Source: an optimization exercise on an open RTL-to-GDS flow (aim: small area, a short achievable clock period and few clock cycles per item). Production flows keep margins and buffers that such runs may drop. Function was checked by simulation only, so behaviour that the tests miss may differ from the original. No activity file was given, so power comes from the tool's default toggle rates.

--- flow/run.sh ---
#!/bin/bash
# synth_recipe.tcl (not shown) runs the flow's synth.tcl, then flattens the netlist and writes it again
# the make line also repeats each setting of config.mk as NAME=value (left out here)
make -C /OpenROAD-flow-scripts/flow DESIGN_CONFIG=/design/flow/config.mk WORK_HOME=/design/flow/orfs CLKGATE_MAP_FILE= SYNTH_SCRIPT=/design/flow/synth_recipe.tcl finish
--- flow/config.mk ---
export PLATFORM = sky130hd
export DESIGN_NAME = sliding_window_median_filter_top
export DESIGN_NICKNAME = sliding_window_median_filter_top
export VERILOG_FILES = /design/flow/design.v
export SDC_FILE = /design/flow/constraint.sdc
export NUM_CORES = 4
export LEC_CHECK = 0
export CAP_MARGIN = 20
export CORE_MARGIN = 2
export CORE_UTILIZATION = 40
export SLEW_MARGIN = 20
--- flow/constraint.sdc ---
create_clock -name core_clock -period 5.5 [get_ports {clk_i}]
set_input_delay 1.1000 -clock core_clock [delete_from_list [all_inputs] [get_ports {clk_i}]]
set_output_delay 1.1000 -clock core_clock [all_outputs]
set_load 0.01 [all_outputs]
--- flow/design.v ---
package smf_pkg;
  localparam int WINDOW       = 16;
  localparam int SAMPLE_WIDTH = 16;
  localparam int DATA_W       = 16;
  localparam int IDX_W        = (WINDOW > 1) ? $clog2(WINDOW) : 1;
  localparam int CNT_W        = $clog2(WINDOW + 1);
  typedef logic [SAMPLE_WIDTH-1:0] sample_t;
  typedef logic [IDX_W-1:0]        rank_t;
endpackage
module smf_cell (
  input  logic             clk_i,
  input  logic             en_i,       
  input  logic             full_i,     
  input  logic             valid_i,    
  input  smf_pkg::sample_t x_i,        
  input  smf_pkg::rank_t   r_old_i,    
  input  smf_pkg::sample_t value_i,    
  input  smf_pkg::rank_t   rank_i,     
  output smf_pkg::sample_t value_o,
  output smf_pkg::rank_t   rank_o,
  output smf_pkg::rank_t   rank_next_o,  
  output logic             le_o          
);
  smf_pkg::sample_t value_q;
  smf_pkg::rank_t   rank_q;
  logic             gt, dn;
  assign gt = value_q > x_i;
  assign dn = full_i && (rank_q > r_old_i);
  assign rank_next_o = rank_q + smf_pkg::rank_t'(gt) - smf_pkg::rank_t'(dn);
  assign le_o        = valid_i && !gt;
  always_ff @(posedge clk_i) begin
    if (en_i) begin
      value_q <= value_i;
      rank_q  <= rank_i;
    end
  end
  assign value_o = value_q;
  assign rank_o  = rank_q;
endmodule
module smf_median (
  input  smf_pkg::sample_t [smf_pkg::WINDOW-1:0] values_i,
  input  smf_pkg::rank_t   [smf_pkg::WINDOW-1:0] ranks_i,
  input  logic             [smf_pkg::WINDOW-1:0] valid_i,
  input  logic [smf_pkg::CNT_W-1:0]              count_i,
  output logic [smf_pkg::DATA_W-1:0]             median_o
);
  logic [smf_pkg::CNT_W-1:0]      lo_full;
  smf_pkg::rank_t                 hi_idx, lo_idx;
  smf_pkg::sample_t               a, b;
  logic [smf_pkg::SAMPLE_WIDTH:0] sum;
  assign lo_full = count_i - smf_pkg::CNT_W'(1);
  assign hi_idx  = smf_pkg::IDX_W'(count_i >> 1);
  assign lo_idx  = smf_pkg::IDX_W'(lo_full >> 1);
  always_comb begin
    a = '0;
    b = '0;
    for (int j = 0; j < smf_pkg::WINDOW; j++) begin
      a |= {smf_pkg::SAMPLE_WIDTH{valid_i[j] && (ranks_i[j] == lo_idx)}} & values_i[j];
      b |= {smf_pkg::SAMPLE_WIDTH{valid_i[j] && (ranks_i[j] == hi_idx)}} & values_i[j];
    end
  end
  assign sum      = {1'b0, a} + {1'b0, b};
  assign median_o = sum[smf_pkg::SAMPLE_WIDTH:1];
endmodule
module sliding_window_median_filter_top (
  input  logic        clk_i,
  input  logic        rst_ni,
  input  logic        s_axis_tvalid,
  output logic        s_axis_tready,
  input  logic [15:0] s_axis_tdata,    
  output logic        m_axis_tvalid,
  input  logic        m_axis_tready,
  output logic [15:0] m_axis_tdata,    
  output logic        m_axis_tuser     
);
  localparam int W = smf_pkg::WINDOW;
  smf_pkg::sample_t [W-1:0]       c_value;
  smf_pkg::rank_t   [W-1:0]       c_rank, c_rank_next;
  logic             [W-1:0]       c_valid, c_le;
  smf_pkg::sample_t               x_q;
  smf_pkg::rank_t                 x_rank;
  logic                           full;
  logic                           a_valid_q, b_valid_q, m_valid_q, m_full_q;
  logic                           c_free, b_free, a_free, load, insert, accept;
  logic [smf_pkg::CNT_W-1:0]      cnt_q;
  logic [smf_pkg::DATA_W-1:0]     median, m_data_q;
  assign full = cnt_q[smf_pkg::CNT_W-1];
  assign c_free        = !m_valid_q || m_axis_tready;
  assign load          = b_valid_q && c_free;
  assign b_free        = !b_valid_q || c_free;
  assign insert        = a_valid_q && b_free;
  assign a_free        = !a_valid_q || b_free;
  assign s_axis_tready = a_free;
  assign accept        = s_axis_tvalid && a_free;
  always_comb begin
    x_rank = '0;
    for (int j = 0; j < W - 1; j++) begin
      x_rank = x_rank + smf_pkg::rank_t'(c_le[j]);
    end
  end
  for (genvar i = 0; i < W; i++) begin : g_cell
    assign c_valid[i] = cnt_q > smf_pkg::CNT_W'(i);
    smf_cell u_cell (
      .clk_i       (clk_i),
      .en_i        (insert),
      .full_i      (full),
      .valid_i     (c_valid[i]),
      .x_i         (x_q),
      .r_old_i     (c_rank[W-1]),
      .value_i     ((i == 0) ? x_q : c_value[(i == 0) ? 0 : i-1]),
      .rank_i      ((i == 0) ? x_rank : c_rank_next[(i == 0) ? 0 : i-1]),
      .value_o     (c_value[i]),
      .rank_o      (c_rank[i]),
      .rank_next_o (c_rank_next[i]),
      .le_o        (c_le[i])
    );
  end
  smf_median u_median (
    .values_i (c_value),
    .ranks_i  (c_rank),
    .valid_i  (c_valid),
    .count_i  (cnt_q),
    .median_o (median)
  );
  always_ff @(posedge clk_i or negedge rst_ni) begin
    if (!rst_ni) begin
      a_valid_q <= 1'b0;
      b_valid_q <= 1'b0;
      m_valid_q <= 1'b0;
      cnt_q     <= '0;
    end else begin
      if (accept) begin
        a_valid_q <= 1'b1;
      end else if (b_free) begin
        a_valid_q <= 1'b0;
      end
      if (insert) begin
        b_valid_q <= 1'b1;
      end else if (c_free) begin
        b_valid_q <= 1'b0;
      end
      if (load) begin
        m_valid_q <= 1'b1;
      end else if (m_axis_tready) begin
        m_valid_q <= 1'b0;
      end
      if (insert && !full) begin
        cnt_q <= cnt_q + smf_pkg::CNT_W'(1);
      end
    end
  end
  always_ff @(posedge clk_i) begin
    if (accept) begin
      x_q <= s_axis_tdata;
    end
    if (load) begin
      m_data_q <= median;
      m_full_q <= full;
    end
  end
  assign m_axis_tvalid = m_valid_q;
  assign m_axis_tdata  = m_data_q;
  assign m_axis_tuser  = m_full_q;
endmodule
==> results.sh <==
export IMPL_endpoint_kind="register"
export IMPL_yosysSeqAreaShare=0.421
export IMPL_initial_core_util=0.406
export IMPL_numPortBuffers=38
export IMPL_power_density_nw_per_um2=596
export IMPL_synth_area_um2=25700
export IMPL_cts_tree="done"
export IMPL_fin_tns_setup_ns=-0.760
export IMPL_period_needed_ns=5.79
export IMPL_drive_gt1_frac=0.221
export IMPL_leakage_uw=0.0138
export IMPL_slew_headroom=0.327
export IMPL_dp_cells=3477
export IMPL_stdcell_count=3566
export IMPL_cp_start_kind="register"
export IMPL_finalSetupViolations=3
export IMPL_ant_nets=0
export IMPL_drc=0
export IMPL_clkSinkCount=361
export IMPL_globalRoute_totalOverflow=0
export IMPL_dr_total_vias=22100
export IMPL_synthArstFlopShare=0.0222
export IMPL_r2r_slack_ns=-0.29
export IMPL_most_common_layout_cells="buf_4, ha_1, edfxtp_1, inv_1, nand2_1"
export IMPL_cts_htree_levels=2
export IMPL_dp_final_hpwl_mm=79.6
export IMPL_place_area_um2=30400
export IMPL_hold_start="x_q[8]"
export IMPL_gp_congestion=1.03
export IMPL_nets=3114
export IMPL_yosysWarningCount=3
export IMPL_avgSynthCellArea_um2=11.5
export IMPL_period_share=1.05
export IMPL_cts_inserted_buffers=44
export IMPL_syn_inst=2231
export IMPL_fp_dieArea_um2=66200
export IMPL_cts_root_buffer="clkbuf_16"
export IMPL_io_pins=39
export IMPL_required_ns=5.85
export IMPL_synthFlopType="edfxtp_1"
export IMPL_multi_input_area_um2=14200
export IMPL_synth_seq_cells=361
export IMPL_timing_rr_start="x_q[1]"
export IMPL_mostFrequentLayoutCell="buf_4"
export IMPL_violatedChecks="negative setup slack"
export IMPL_cts_buffer_depth=3
export IMPL_ff2ff_path_depth=24
export IMPL_syn_num_nets=2660
export IMPL_drtPass1Iterations=9
export IMPL_synth_edff_count=353
export IMPL_peakVddDrop_uv=376
export IMPL_worstPathArrival_ns=6.14
export IMPL_finClkSkew_ns=0.0265
export IMPL_grt_pass1_vias=22400
export IMPL_cts_hold_fix_buffers=0
export IMPL_hold_violations=0
export IMPL_clock_latency_ns=0.60
export IMPL_rr_endpoint="g_cell[0].u_cell.rank_q[2]"
export IMPL_die_h_um=257
export IMPL_grtUsageTotal=0.315
export IMPL_fin_area_um2=32100
export IMPL_synth_distinct_cells=79
export IMPL_worst_pin_slew_ns=1.01
export IMPL_first_iter_violations=3129
export IMPL_hold_path_class="register to register"
export IMPL_path_class="register to register"
export IMPL_ff_latch_area_um2=10800
export IMPL_die_w_um=257
export IMPL_worstPathMaxFanout=6
export IMPL_grt_setup_unrepaired="true"
export IMPL_outcome="failed layout checks"
export IMPL_fillers=5584
export IMPL_post_drt_wl_per_cell_um=29.6
export IMPL_via_per_inst=6.20
export IMPL_syn_to_final_growth_pct=25.2
export IMPL_clkTransAtPathRegs_ns=0.06
export IMPL_min_path_cells=0
export IMPL_grt_pass1_wl_mm=152
export IMPL_fmax_mhz=173
export IMPL_totalWireLength_mm=105
export IMPL_drv_cap=0
export IMPL_rows=92
export IMPL_hold_end="g_cell[0].u_cell.value_q[8]"
export IMPL_grt_antenna_before_repair=1
export IMPL_design_core_area_um2=63200
export IMPL_maxSlewViolCount=0
export IMPL_timing_final_ws_setup_ns=-0.286
export IMPL_grt_max_degree=150
## flip-flops by register name, indices dropped and copies added, names as in the netlist
| name | flops |
|---|---|
| g_cell.u_cell.value_q | 256 |
| g_cell.u_cell.rank_q | 64 |
| m_data_q | 16 |
| x_q | 16 |
| cnt_q | 5 |
| a_valid_q | 1 |
| b_valid_q | 1 |
| m_full_q | 1 |
| m_valid_q | 1 |
## critical path: stages, from the launching register on
cell and delay (ns):
edfxtp_1 0.43, inv_4 0.14, buf_12 0.11, ha_4 0.19, nor2b_4 0.12, o21a_1 0.16, o21a_1 0.17, o21a_1 0.17
o21a_1 0.17, o21a_1 0.17, o21a_1 0.18, o21ai_2 0.15, a21boi_1 0.08, o211ai_1 0.21, nand3b_1 0.13, fa_1 0.54
inv_2 0.04, fa_1 0.46, fa_1 0.49, inv_1 0.05, fa_1 0.48, inv_1 0.06, fa_2 0.35, fa_2 0.34
xor2_1 0.15
## cells by family after synthesis
logic type      synth area share
simple gates              0.0948
flops                      0.421
xor+xnor                  0.0626
mux                      0.00156
buf+inv                   0.0403
compound gates             0.173
fa+ha+maj                  0.207
## worst max-delay path by stage
stage | cells past startpoint | end | slack [ns] | startpoint
finish | 24 | g_cell[0].u_cell.rank_q[2] | -0.29 | x_q[1]
global route | 24 | g_cell[0].u_cell.rank_q[2] | -0.47 | x_q[1]
CTS | 24 | g_cell[0].u_cell.rank_q[2] | -0.26 | x_q[1]
detailed placement | 23 | m_data_q[13] | -0.54 | cnt_q[3]
global placement | 24 | g_cell[0].u_cell.rank_q[2] | -0.47 | x_q[1]
floorplan | 4 | g_cell[0].u_cell.rank_q[0] | -1.02 | m_axis_tready
## cells in the mapped netlist (all sizes together) (25+ instances only)
master  number  area, µm²
a222oi      84        841
clkbuf      40        150
nand2      128        480
a21o        49        368
nor2        64        240
nand3       41        205
fa          26        521
o21ai       61        305
nand4       71        444
a22oi       25        193
ha         383       4790
xor2        39        342
nand2b      29        181
inv        182        683
a21oi      111        559
xnor2      117       1040
edfxtp     353      10600
o21a        83        623
a221oi      51        447
a22o        30        263
nor2b       40        250
## layout make-up
type	count	area share
inverter	182	0.0215
antenna	1	0.0000779
timing repair buffer	472	0.119
clock buffer	50	0.0366
tap	846	0.0330
sequential	361	0.336
clock inverter	30	0.0126
multi-input combinational	1624	0.441
## what timing repair did
| item | CTS | global route |
|---|---|---|
| resized for setup | 26 | 20 |
| endpoints found under the setup margin | 8 | 8 |
| endpoints found under the hold margin | 0 | 0 |
| buffers inserted | 6 | 2 |
| pin swaps | 12 | 2 |
## layer usage
| metal | GRT usage | vias up | part of all wire |
|---|---|---|---|
| li1 | - | 9616 | - |
| met4 | 0.138 | 0 | 0.053 |
| met3 | 0.0788 | 358 | 0.11 |
| met2 | 0.488 | 1371 | 0.44 |
| met5 | 0 | - | 0 |
| met1 | 0.417 | 10800 | 0.40 |
## stage by stage
step | hold WS, ns | power, µW | utilization | worst slack, ns
finish | 0.449 | 19100 | 0.508 | -0.286
global route | 0.471 | 20400 | 0.508 | -0.472
CTS | 0.451 | 18800 | 0.507 | -0.255
detailed placement | 0.436 | 15500 | 0.480 | -0.541
global placement | 0.438 | 15100 | 0.480 | -0.474
floorplan | 0.426 | 11300 | - | -1.02
## power by group
group / total, µW / internal [µW] / switching [µW]
Combinational: 11000 / 4970 / 6010
Clock: 3230 / 1960 / 1270
Sequential: 4930 / 4210 / 722
Total: 19100 / 11100 / 8000
Testbench counts, summed over its fixed seeds: cycles 16,024, items 16,000.

static timing again, ports no longer ideal:
The results above use ideal ports. As a check the final layout listed here was re-extracted and re-timed, cells and wires unchanged. Step 1 sets driving cells, clkbuf_16 on the clock port and buf_2 on the other inputs (assumed; they add their load-dependent delay and slew). Step 2 adds t to the input delays and takes it off the output delays; t is the mean of the earliest and latest rising clock arrival at the registers after step 1. Input paths then give back, and output paths get back, about the clock's delay inside the block. a / b / c = ideal ports / drivers / drivers and shift; a / b = the first two.
shift t [ns]: 0.655
slack for setup (ns): -0.286 / -0.286 / -0.286
worst hold slack (ns): 0.449 / 0.449 / 0.449
worst slew at a driven data input, ns: 0.09
pins driven straight from the clock port: 1
For this run, drivers alone change the setup slack by 0.000 ns; drivers and shift together by 0.000 ns.
